This is an optimization exercise on Yosys and OpenROAD, whose aim is small area, a short achievable clock period and few clock cycles, not a production implementation.
Function was checked by simulation only, so behaviour that the tests miss may differ from the original.
No activity file was given, so power comes from the tool's default toggle rates.

==> job 8445: inputs <==
==> flow/design.v <==
`timescale 1ns/100ps
package ls1u_pkg;
    localparam int ADDR_W    = 24;               
    localparam int DATA_W    = 8;
    localparam int INSTR_W   = 16;
    localparam int RAM_AW    = 8;                
    localparam int RAM_DEPTH = 1 << RAM_AW;
    localparam int RAM_LAT   = 2;                
    localparam int LAT_W     = $clog2(RAM_LAT + 1);
    typedef enum logic [4:0] {
        FN_NOP    = 5'd0,
        FN_JMP    = 5'd1,
        FN_ALU    = 5'd2,
        FN_MOVX   = 5'd3,                        
        FN_LOAD   = 5'd4,
        FN_MOVC   = 5'd5,
        FN_LDI    = 5'd6,
        FN_MOVD   = 5'd7,
        FN_TOX    = 5'd8,                        
        FN_SHL_A  = 5'd13,
        FN_ROL_AB = 5'd16,
        FN_SHR_A  = 5'd18,
        FN_SAR_A  = 5'd20,
        FN_SHL_B  = 5'd22,
        FN_SHR_B  = 5'd24,
        FN_SAR_B  = 5'd26,
        FN_ROR_AB = 5'd28
    } funct_e;
    typedef enum logic [2:0] {
        JC_RET    = 3'd0,
        JC_APOS   = 3'd1,
        JC_BPOS   = 3'd2,
        JC_NEQ    = 3'd3,
        JC_NC     = 3'd4,
        JC_ALWAYS = 3'd5
    } jcond_e;
    typedef enum logic [2:0] {
        C   = 3'd0,
        A   = 3'd1,
        B   = 3'd2,
        A0  = 3'd3,
        A1  = 3'd4,
        A2  = 3'd5,
        D   = 3'd6,
        MDR = 3'd7                               
    } dst_e;
    typedef enum logic [3:0] {
        SRC_C, SRC_ALU, SRC_RAM, SRC_IMM, SRC_D, SRC_XREG,
        SRC_SHL_A, SRC_ROL_AB, SRC_SHR_A, SRC_SAR_A,
        SRC_SHL_B, SRC_SHR_B, SRC_SAR_B, SRC_ROR_AB,
        SRC_NONE
    } wbsrc_e;
    typedef struct packed {
        logic              read;
        logic              write;
        logic [ADDR_W-1:0] addr;
        logic [DATA_W-1:0] wdata;
    } dmem_req_t;
    typedef struct packed {
        logic              finish;               
        logic [DATA_W-1:0] rdata;
    } dmem_rsp_t;
endpackage
`timescale 1ns/100ps
module alu_slice_181 (
    input  logic [3:0] a,
    input  logic [3:0] b,
    input  logic [3:0] s,
    input  logic       m,
    input  logic       cin,
    output logic [3:0] f,
    output logic       cout,
    output logic       eqv,
    output logic       g,
    output logic       p
);
    logic [3:0] x, y;                            
    logic [3:0] lf;                              
    logic [4:0] sum;
    logic [3:0] gi, pi;
    always_comb
    begin
        case (s)
            4'h0:    {x, y} = {a, 4'h0};
            4'h1:    {x, y} = {a | b, 4'h0};
            4'h2:    {x, y} = {a | ~b, 4'h0};
            4'h3:    {x, y} = {4'h0, 4'hf};      
            4'h4:    {x, y} = {a, a & ~b};
            4'h5:    {x, y} = {a | b, a & ~b};
            4'h6:    {x, y} = {a, ~b};           
            4'h7:    {x, y} = {a & ~b, 4'hf};
            4'h8:    {x, y} = {a, a & b};
            4'h9:    {x, y} = {a, b};
            4'ha:    {x, y} = {a | ~b, a & b};
            4'hb:    {x, y} = {a & b, 4'hf};
            4'hc:    {x, y} = {a, a};            
            4'hd:    {x, y} = {a | b, a};
            4'he:    {x, y} = {a | ~b, a};
            default: {x, y} = {a, 4'hf};
        endcase
    end
    always_comb
    begin
        case (s)
            4'h0:    lf = ~a;
            4'h1:    lf = ~(a | b);
            4'h2:    lf = ~a & b;
            4'h3:    lf = 4'h0;
            4'h4:    lf = ~(a & b);
            4'h5:    lf = ~b;
            4'h6:    lf = a ^ b;
            4'h7:    lf = a & ~b;
            4'h8:    lf = ~a | b;
            4'h9:    lf = ~(a ^ b);
            4'ha:    lf = b;
            4'hb:    lf = a & b;
            4'hc:    lf = 4'hf;
            4'hd:    lf = a | ~b;
            4'he:    lf = a | b;
            default: lf = a;
        endcase
    end
    assign sum  = {1'b0, x} + {1'b0, y} + {4'b0, cin};
    assign f    = m ? lf : sum[3:0];
    assign cout = sum[4];                        
    assign eqv  = &f;
    assign gi = x & y;
    assign pi = x | y;
    assign g  = gi[3] | (pi[3] & gi[2]) | (&pi[3:2] & gi[1]) | (&pi[3:1] & gi[0]);
    assign p  = &pi;
endmodule
`timescale 1ns/100ps
import ls1u_pkg::*;
module ls1u_core (
    input  logic                         clk,
    input  logic                         WAIT,
    input  logic                         int_req,
    input  logic [ls1u_pkg::ADDR_W-1:0]  ivec_addr,
    output logic                         in_isr,
    output logic [ls1u_pkg::ADDR_W-1:0]  iaddr,
    output logic [ls1u_pkg::ADDR_W-1:0]  iaddr_next,
    input  logic [ls1u_pkg::INSTR_W-1:0] instr,
    output ls1u_pkg::dmem_req_t          dreq,
    input  ls1u_pkg::dmem_rsp_t          drsp
);
    ls1u_pkg::funct_e  funct;
    ls1u_pkg::jcond_e  jcond;
    ls1u_pkg::dst_e    dst;
    ls1u_pkg::wbsrc_e  wb_src;
    logic [DATA_W-1:0] imm;
    logic [2:0]        xreg_sel;
    logic              reg_en, jmp_en, xreg_en;
    logic [ADDR_W-1:0] pc, pc_next, pc_inc, jaddr;
    logic [DATA_W-1:0] a, b, c, d, a0, a1, a2, mdr;
    logic [DATA_W-1:0] ret0, ret1, ret2;         
    logic [DATA_W-1:0] rta0, rta1, rta2;         
    logic [DATA_W-1:0] xreg, wb;
    logic [DATA_W-1:0] a0_new, a1_new, a2_new;
    logic              req_rd, req_wr, stall;
    logic              load_done, advance, take_int, reg_we;
    logic              jmp, ret_sel;
    logic [DATA_W-1:0] alu_f;
    logic              alu_c1, alu_co, eq_lo, eq_hi, alu_eq;
    assign funct    = ls1u_pkg::funct_e'(instr[15:11]);
    assign jcond    = ls1u_pkg::jcond_e'(instr[10:8]);
    assign dst      = ls1u_pkg::dst_e'(instr[10:8]);
    assign imm      = instr[7:0];
    assign xreg_sel = instr[2:0];
    always_comb
    begin
        case (funct)
            FN_ALU, FN_TOX: wb_src = SRC_ALU;
            FN_MOVX:        wb_src = SRC_XREG;
            FN_LOAD:        wb_src = SRC_RAM;
            FN_MOVC:        wb_src = SRC_C;
            FN_LDI:         wb_src = SRC_IMM;
            FN_MOVD:        wb_src = SRC_D;
            FN_SHL_A:       wb_src = SRC_SHL_A;
            FN_ROL_AB:      wb_src = SRC_ROL_AB;
            FN_SHR_A:       wb_src = SRC_SHR_A;
            FN_SAR_A:       wb_src = SRC_SAR_A;
            FN_SHL_B:       wb_src = SRC_SHL_B;
            FN_SHR_B:       wb_src = SRC_SHR_B;
            FN_SAR_B:       wb_src = SRC_SAR_B;
            FN_ROR_AB:      wb_src = SRC_ROR_AB;
            default:        wb_src = SRC_NONE;   
        endcase
    end
    assign xreg_en = (funct == FN_TOX);
    assign jmp_en  = (funct == FN_JMP);
    assign reg_en  = (wb_src != SRC_NONE) && !xreg_en;
    assign stall     = req_rd | req_wr;
    assign load_done = req_rd & drsp.finish;
    assign advance   = (!stall && funct != FN_LOAD) || load_done;
    assign reg_we    = advance & reg_en;
    assign take_int  = advance & int_req & ~in_isr;
    alu_slice_181 u_alu_lo (
        .a    (a[3:0]),
        .b    (b[3:0]),
        .s    (instr[7:4]),
        .m    (instr[3]),
        .cin  (instr[2]),
        .f    (alu_f[3:0]),
        .cout (alu_c1),
        .eqv  (eq_lo),
        .g    (),
        .p    ()
    );
    alu_slice_181 u_alu_hi (
        .a    (a[7:4]),
        .b    (b[7:4]),
        .s    (instr[7:4]),
        .m    (instr[3]),
        .cin  (alu_c1),                          
        .f    (alu_f[7:4]),
        .cout (alu_co),
        .eqv  (eq_hi),
        .g    (),
        .p    ()
    );
    assign alu_eq = eq_lo & eq_hi;
    always_comb
    begin
        jmp     = 1'b0;
        ret_sel = 1'b0;
        if (jmp_en)
        begin
            case (jcond)
                JC_RET:
                begin
                    jmp     = 1'b1;
                    ret_sel = 1'b1;
                end
                JC_APOS:   jmp = ~a[7];
                JC_BPOS:   jmp = ~b[7];
                JC_NEQ:    jmp = ~alu_eq;
                JC_NC:     jmp = ~alu_co;
                JC_ALWAYS: jmp = 1'b1;
                default:   jmp = 1'b0;
            endcase
        end
    end
    assign jaddr = ret_sel ? {ret2, ret1, ret0} : {a2, a1, a0};
    always_comb
    begin
        case (xreg_sel)
            3'd0:    xreg = ret0;
            3'd1:    xreg = ret1;
            3'd2:    xreg = ret2;
            3'd3:    xreg = rta0;
            3'd4:    xreg = rta1;
            3'd5:    xreg = rta2;
            default: xreg = '0;
        endcase
    end
    always_comb
    begin
        case (wb_src)
            SRC_C:      wb = c;
            SRC_ALU:    wb = alu_f;
            SRC_RAM:    wb = drsp.rdata;
            SRC_IMM:    wb = imm;
            SRC_D:      wb = d;
            SRC_XREG:   wb = xreg;
            SRC_SHL_A:  wb = {a[6:0], 1'b0};
            SRC_ROL_AB: wb = {a[6:0], b[7]};
            SRC_SHR_A:  wb = {1'b0, a[7:1]};
            SRC_SAR_A:  wb = {a[7], a[7:1]};
            SRC_SHL_B:  wb = {b[6:0], 1'b0};
            SRC_SHR_B:  wb = {1'b0, b[7:1]};
            SRC_SAR_B:  wb = {b[7], b[7:1]};
            SRC_ROR_AB: wb = {a[0], b[7:1]};
            default:    wb = '0;
        endcase
    end
    assign pc_inc = pc + ADDR_W'(1);
    always_comb
    begin
        if (!advance)
            pc_next = pc;
        else if (take_int)
            pc_next = ivec_addr;
        else if (jmp)
            pc_next = jaddr;
        else
            pc_next = pc_inc;
    end
    always_ff @(posedge clk or posedge WAIT)
    begin
        if (WAIT)
            pc <= '0;
        else
            pc <= pc_next;
    end
    always_ff @(posedge clk)
    begin
        if (advance && ret_sel)
        begin
            a0 <= rta0;                          
            a1 <= rta1;
            a2 <= rta2;
        end
        else if (reg_we)
        begin
            case (dst)
                C:   c   <= wb;
                A:   a   <= wb;
                B:   b   <= wb;
                A0:  a0  <= wb;
                A1:  a1  <= wb;
                A2:  a2  <= wb;
                D:   d   <= wb;
                MDR: mdr <= wb;
            endcase
        end
    end
    assign a0_new = (reg_we && dst == A0) ? wb : a0;
    assign a1_new = (reg_we && dst == A1) ? wb : a1;
    assign a2_new = (reg_we && dst == A2) ? wb : a2;
    always_ff @(posedge clk)
    begin
        if (take_int)
        begin
            {ret2, ret1, ret0} <= jmp ? jaddr : pc_inc;
            rta0 <= a0_new;
            rta1 <= a1_new;
            rta2 <= a2_new;
        end
        else if (advance && xreg_en)
        begin
            case (xreg_sel)
                3'd0:    ret0 <= wb;
                3'd1:    ret1 <= wb;
                3'd2:    ret2 <= wb;
                3'd3:    rta0 <= wb;
                3'd4:    rta1 <= wb;
                3'd5:    rta2 <= wb;
                default: ;
            endcase
        end
    end
    always_ff @(posedge clk or posedge WAIT)
    begin
        if (WAIT)
            in_isr <= 1'b0;
        else if (take_int)
            in_isr <= 1'b1;
        else if (advance && ret_sel)
            in_isr <= 1'b0;
    end
    always_ff @(posedge clk or posedge WAIT)
    begin
        if (WAIT)
        begin
            req_rd <= 1'b0;
            req_wr <= 1'b0;
        end
        else
        begin
            if (drsp.finish)
            begin
                req_rd <= 1'b0;
                req_wr <= 1'b0;
            end
            if (!stall && funct == FN_LOAD)
                req_rd <= 1'b1;
            if (reg_we && dst == MDR)
                req_wr <= 1'b1;                  
        end
    end
    assign dreq       = {req_rd, req_wr, a2, a1, a0, mdr};
    assign iaddr      = pc;
    assign iaddr_next = pc_next;
endmodule
`timescale 1ns/100ps
import ls1u_pkg::*;
module data_ram (
    input  logic                clk,
    input  logic                WAIT,
    input  ls1u_pkg::dmem_req_t req,
    output ls1u_pkg::dmem_rsp_t rsp
);
    logic [DATA_W-1:0] mem [RAM_DEPTH];
    logic [RAM_AW-1:0] ram_addr;
    logic [LAT_W-1:0]  cnt;
    logic [DATA_W-1:0] rdata;
    logic              busy, armed, fin;
    logic              req_any, start, done;
    assign req_any  = req.read | req.write;
    assign start    = req_any & armed;
    assign done     = busy && (cnt == LAT_W'(RAM_LAT - 1));
    assign ram_addr = req.addr[RAM_AW-1:0];
    always_ff @(posedge clk or posedge WAIT)
    begin
        if (WAIT)
        begin
            busy  <= 1'b0;
            armed <= 1'b1;
            cnt   <= '0;
            fin   <= 1'b0;
        end
        else
        begin
            fin <= done;
            if (start)
            begin
                busy <= 1'b1;
                cnt  <= '0;
            end
            else if (done)
                busy <= 1'b0;
            else if (busy)
                cnt <= cnt + LAT_W'(1);
            if (start)
                armed <= 1'b0;
            else if (!req_any || fin)
                armed <= 1'b1;
        end
    end
    always_ff @(posedge clk)
    begin
        if (done)
        begin
            if (req.write)
                mem[ram_addr] <= req.wdata;
            rdata <= mem[ram_addr];
        end
    end
    assign rsp = {fin, rdata};
endmodule
`timescale 1ns/100ps
import ls1u_pkg::*;
module ls1u_subsys (
    input  logic                         clk,
    input  logic                         WAIT,
    input  logic                         int_req,
    input  logic [ls1u_pkg::ADDR_W-1:0]  ivec_addr,
    output logic                         in_isr,
    output logic [ls1u_pkg::ADDR_W-1:0]  iaddr,
    output logic [ls1u_pkg::ADDR_W-1:0]  iaddr_next,
    input  logic [ls1u_pkg::INSTR_W-1:0] instr,
    output logic                         st_valid,
    output logic [ls1u_pkg::ADDR_W-1:0]  st_addr,
    output logic [ls1u_pkg::DATA_W-1:0]  st_data
);
    ls1u_pkg::dmem_req_t dreq;
    ls1u_pkg::dmem_rsp_t drsp;
    ls1u_core u_core (
        .clk        (clk),
        .WAIT       (WAIT),
        .int_req    (int_req),
        .ivec_addr  (ivec_addr),
        .in_isr     (in_isr),
        .iaddr      (iaddr),
        .iaddr_next (iaddr_next),
        .instr      (instr),
        .dreq       (dreq),
        .drsp       (drsp)
    );
    data_ram u_ram (
        .clk  (clk),
        .WAIT (WAIT),
        .req  (dreq),
        .rsp  (drsp)
    );
    assign st_valid = dreq.write & drsp.finish;
    assign st_addr  = dreq.addr;
    assign st_data  = dreq.wdata;
endmodule
==> flow/run.sh <==
#!/bin/bash
# synth_recipe.tcl (not shown) runs the flow's synth.tcl, then flattens the netlist and writes it again
# the make line also repeats each setting of config.mk as NAME=value (left out here)
make -C /OpenROAD-flow-scripts/flow DESIGN_CONFIG=/design/flow/config.mk WORK_HOME=/design/flow/orfs CLKGATE_MAP_FILE= SYNTH_SCRIPT=/design/flow/synth_recipe.tcl finish
==> flow/config.mk <==
export PLATFORM = sky130hd
export DESIGN_NAME = ls1u_subsys
export DESIGN_NICKNAME = ls1u_subsys
export VERILOG_FILES = /design/flow/design.v
export SDC_FILE = /design/flow/constraint.sdc
export NUM_CORES = 4
export LEC_CHECK = 0
export CAP_MARGIN = 20
export CORE_MARGIN = 2
export CORE_UTILIZATION = 40
export SLEW_MARGIN = 20
==> flow/constraint.sdc <==
create_clock -name core_clock -period 10.0 [get_ports {clk}]
set_input_delay 2.0000 -clock core_clock [delete_from_list [all_inputs] [get_ports {clk}]]
set_output_delay 2.0000 -clock core_clock [all_outputs]
set_load 0.01 [all_outputs]
==> inputs of job 9868, as changes to job 8445 <==
--- a/flow/design.v
+++ b/flow/design.v
@@ -140,8 +140,11 @@
     output logic [ls1u_pkg::ADDR_W-1:0]  iaddr,
     output logic [ls1u_pkg::ADDR_W-1:0]  iaddr_next,
     input  logic [ls1u_pkg::INSTR_W-1:0] instr,
-    output ls1u_pkg::dmem_req_t          dreq,
-    input  ls1u_pkg::dmem_rsp_t          drsp
+    output logic                         st_valid,
+    output logic [ls1u_pkg::ADDR_W-1:0]  st_addr,
+    output logic [ls1u_pkg::DATA_W-1:0]  st_data,
+    output logic [ls1u_pkg::RAM_AW-1:0]  ram_raddr,
+    input  logic [ls1u_pkg::DATA_W-1:0]  ram_rdata
 );
     ls1u_pkg::funct_e  funct;
     ls1u_pkg::jcond_e  jcond;
@@ -151,13 +154,12 @@
     logic [2:0]        xreg_sel;
     logic              reg_en, jmp_en, xreg_en;
     logic [ADDR_W-1:0] pc, pc_next, pc_inc, jaddr;
-    logic [DATA_W-1:0] a, b, c, d, a0, a1, a2, mdr;
+    logic [DATA_W-1:0] a, b, c, d, a0, a1, a2;
     logic [DATA_W-1:0] ret0, ret1, ret2;         
     logic [DATA_W-1:0] rta0, rta1, rta2;         
-    logic [DATA_W-1:0] xreg, wb;
+    logic [DATA_W-1:0] xreg, wb, ld_data;
     logic [DATA_W-1:0] a0_new, a1_new, a2_new;
-    logic              req_rd, req_wr, stall;
-    logic              load_done, advance, take_int, reg_we;
+    logic              advance, take_int, reg_we, slow, jwait, jflag;
     logic              jmp, ret_sel;
     logic [DATA_W-1:0] alu_f;
     logic              alu_c1, alu_co, eq_lo, eq_hi, alu_eq;
@@ -189,11 +191,10 @@
     assign xreg_en = (funct == FN_TOX);
     assign jmp_en  = (funct == FN_JMP);
     assign reg_en  = (wb_src != SRC_NONE) && !xreg_en;
-    assign stall     = req_rd | req_wr;
-    assign load_done = req_rd & drsp.finish;
-    assign advance   = (!stall && funct != FN_LOAD) || load_done;
-    assign reg_we    = advance & reg_en;
-    assign take_int  = advance & int_req & ~in_isr;
+    assign slow     = jmp_en && (jcond == JC_NEQ || jcond == JC_NC) && !jwait;
+    assign advance  = !slow;
+    assign reg_we   = advance & reg_en;
+    assign take_int = advance & int_req & ~in_isr;
     alu_slice_181 u_alu_lo (
         .a    (a[3:0]),
         .b    (b[3:0]),
@@ -219,6 +220,17 @@
         .p    ()
     );
     assign alu_eq = eq_lo & eq_hi;
+    always_ff @(posedge clk or posedge WAIT)
+    begin
+        if (WAIT)
+            jwait <= 1'b0;
+        else
+            jwait <= slow;
+    end
+    always_ff @(posedge clk)
+    begin
+        jflag <= (jcond == JC_NEQ) ? ~alu_eq : ~alu_co;
+    end
     always_comb
     begin
         jmp     = 1'b0;
@@ -233,8 +245,8 @@
                 end
                 JC_APOS:   jmp = ~a[7];
                 JC_BPOS:   jmp = ~b[7];
-                JC_NEQ:    jmp = ~alu_eq;
-                JC_NC:     jmp = ~alu_co;
+                JC_NEQ:    jmp = jflag;
+                JC_NC:     jmp = jflag;
                 JC_ALWAYS: jmp = 1'b1;
                 default:   jmp = 1'b0;
             endcase
@@ -253,12 +265,14 @@
             default: xreg = '0;
         endcase
     end
+    assign ram_raddr = a0;
+    assign ld_data   = (st_valid && st_addr[RAM_AW-1:0] == a0) ? st_data : ram_rdata;
     always_comb
     begin
         case (wb_src)
             SRC_C:      wb = c;
             SRC_ALU:    wb = alu_f;
-            SRC_RAM:    wb = drsp.rdata;
+            SRC_RAM:    wb = ld_data;
             SRC_IMM:    wb = imm;
             SRC_D:      wb = d;
             SRC_XREG:   wb = xreg;
@@ -310,7 +324,7 @@
                 A1:  a1  <= wb;
                 A2:  a2  <= wb;
                 D:   d   <= wb;
-                MDR: mdr <= wb;
+                default: ;                       
             endcase
         end
     end
@@ -351,82 +365,38 @@
     always_ff @(posedge clk or posedge WAIT)
     begin
         if (WAIT)
-        begin
-            req_rd <= 1'b0;
-            req_wr <= 1'b0;
-        end
+            st_valid <= 1'b0;
         else
+            st_valid <= reg_we && dst == MDR;
+    end
+    always_ff @(posedge clk)
+    begin
+        if (reg_we && dst == MDR)
         begin
-            if (drsp.finish)
-            begin
-                req_rd <= 1'b0;
-                req_wr <= 1'b0;
-            end
-            if (!stall && funct == FN_LOAD)
-                req_rd <= 1'b1;
-            if (reg_we && dst == MDR)
-                req_wr <= 1'b1;                  
+            st_data <= wb;
+            st_addr <= {a2, a1, a0};
         end
     end
-    assign dreq       = {req_rd, req_wr, a2, a1, a0, mdr};
     assign iaddr      = pc;
     assign iaddr_next = pc_next;
 endmodule
 `timescale 1ns/100ps
 import ls1u_pkg::*;
 module data_ram (
-    input  logic                clk,
-    input  logic                WAIT,
-    input  ls1u_pkg::dmem_req_t req,
-    output ls1u_pkg::dmem_rsp_t rsp
+    input  logic              clk,
+    input  logic              we,
+    input  logic [RAM_AW-1:0] waddr,
+    input  logic [DATA_W-1:0] wdata,
+    input  logic [RAM_AW-1:0] raddr,
+    output logic [DATA_W-1:0] rdata
 );
     logic [DATA_W-1:0] mem [RAM_DEPTH];
-    logic [RAM_AW-1:0] ram_addr;
-    logic [LAT_W-1:0]  cnt;
-    logic [DATA_W-1:0] rdata;
-    logic              busy, armed, fin;
-    logic              req_any, start, done;
-    assign req_any  = req.read | req.write;
-    assign start    = req_any & armed;
-    assign done     = busy && (cnt == LAT_W'(RAM_LAT - 1));
-    assign ram_addr = req.addr[RAM_AW-1:0];
-    always_ff @(posedge clk or posedge WAIT)
-    begin
-        if (WAIT)
-        begin
-            busy  <= 1'b0;
-            armed <= 1'b1;
-            cnt   <= '0;
-            fin   <= 1'b0;
-        end
-        else
-        begin
-            fin <= done;
-            if (start)
-            begin
-                busy <= 1'b1;
-                cnt  <= '0;
-            end
-            else if (done)
-                busy <= 1'b0;
-            else if (busy)
-                cnt <= cnt + LAT_W'(1);
-            if (start)
-                armed <= 1'b0;
-            else if (!req_any || fin)
-                armed <= 1'b1;
-        end
-    end
     always_ff @(posedge clk)
     begin
-        if (done)
-        begin
-            if (req.write)
-                mem[ram_addr] <= req.wdata;
-            rdata <= mem[ram_addr];
-        end
+        if (we)
+            mem[waddr] <= wdata;
     end
-    assign rsp = {fin, rdata};
+    assign rdata = mem[raddr];
 endmodule
 `timescale 1ns/100ps
 import ls1u_pkg::*;
@@ -443,8 +413,8 @@
     output logic [ls1u_pkg::ADDR_W-1:0]  st_addr,
     output logic [ls1u_pkg::DATA_W-1:0]  st_data
 );
-    ls1u_pkg::dmem_req_t dreq;
-    ls1u_pkg::dmem_rsp_t drsp;
+    logic [RAM_AW-1:0] raddr;
+    logic [DATA_W-1:0] rdata;
     ls1u_core u_core (
         .clk        (clk),
         .WAIT       (WAIT),
@@ -454,16 +424,18 @@
         .iaddr      (iaddr),
         .iaddr_next (iaddr_next),
         .instr      (instr),
-        .dreq       (dreq),
-        .drsp       (drsp)
+        .st_valid   (st_valid),
+        .st_addr    (st_addr),
+        .st_data    (st_data),
+        .ram_raddr  (raddr),
+        .ram_rdata  (rdata)
     );
     data_ram u_ram (
-        .clk  (clk),
-        .WAIT (WAIT),
-        .req  (dreq),
-        .rsp  (drsp)
+        .clk   (clk),
+        .we    (st_valid),
+        .waddr (st_addr[RAM_AW-1:0]),
+        .wdata (st_data),
+        .raddr (raddr),
+        .rdata (rdata)
     );
-    assign st_valid = dreq.write & drsp.finish;
-    assign st_addr  = dreq.addr;
-    assign st_data  = dreq.wdata;
 endmodule
--- a/flow/config.mk
+++ b/flow/config.mk
@@ -7,5 +7,6 @@
 export LEC_CHECK = 0
 export CAP_MARGIN = 20
 export CORE_MARGIN = 2
-export CORE_UTILIZATION = 40
+export CORE_UTILIZATION = 50
+export SETUP_SLACK_MARGIN = 4
 export SLEW_MARGIN = 20
==> comparison table <==
quantity                                                                           job 8445                   job 9868
Arrival time of data at the critical path endpoint                                  7.68 ns                    4.03 ns
Highest attainable clock frequency                                                  103 MHz                    166 MHz
Total buffers and inverters traversed by the critical path                                6                          4
Number of global-route vias before repair                                             46100                      48900
Final setup margin                                                                 0.322 ns                    3.97 ns
Sequential fraction of the synthesis area                                             0.732                      0.727
Starting density of the core                                                          0.401                      0.505
Comb. pwr                                                                           1.79 mW                    1.65 mW
IR Drop Worst-Case VDD                                                             0.147 mV                   0.168 mV
DPL Wire Length                                                                      144 mm                     161 mm
Multi-input logic portion of the cell area                                            0.221                      0.227
Worst Reg2Reg Path Length in Cells                                                       26                          9
Source of the worst hold timing path                               u_core.rta1[6]$_DFFE_PP_  u_core.in_isr$_DFFE_PP0P_
Fraction of the core area covered by cells at the end of the flow                     0.457                      0.567
End point of the critical path                                               iaddr_next[17]              iaddr_next[7]
Hold Crit Endpoint                                                   u_core.a1[6]$_DFFE_PP_  u_core.in_isr$_DFFE_PP0P_
Outcome                                                             complete, no violations    complete, no violations
Testbench counts of job 8445, summed over its fixed seeds: cycles 14,847.
Testbench counts of job 9868, summed over its fixed seeds: cycles 7,711.

[static timing again, ports no longer ideal]
The results above use ideal ports. As a check the final layouts listed here were re-extracted and re-timed, cells and wires unchanged.
Step 1 (the two cells are an assumption about what drives the block):
set clk [get_ports {clk}]
set_driving_cell -lib_cell sky130_fd_sc_hd__clkbuf_16 $clk
set_driving_cell -lib_cell sky130_fd_sc_hd__buf_2 [delete_from_list [all_inputs] $clk]
Step 2 times the ports against the registers' clock, not the clock port: input delays grow and output delays shrink by t, the midpoint of the rising clock arrivals with the driver on.
a / b / c = ideal ports / drivers / drivers and shift; a / b = the first two.
run | t, ns | setup WS [ns] | hold WS [ns]
job 8445 | 0.939 | 0.322 / 0.293 / 0.293 | 0.546 / 0.546 / 0.546
job 9868 | 0.948 | 3.969 / 3.919 / 3.372 | 0.506 / 0.506 / 0.506
After both steps setup and hold are still met in every run listed. For job 9868, which loses most, drivers alone change the setup slack by -0.050 ns; drivers and shift together by -0.597 ns.
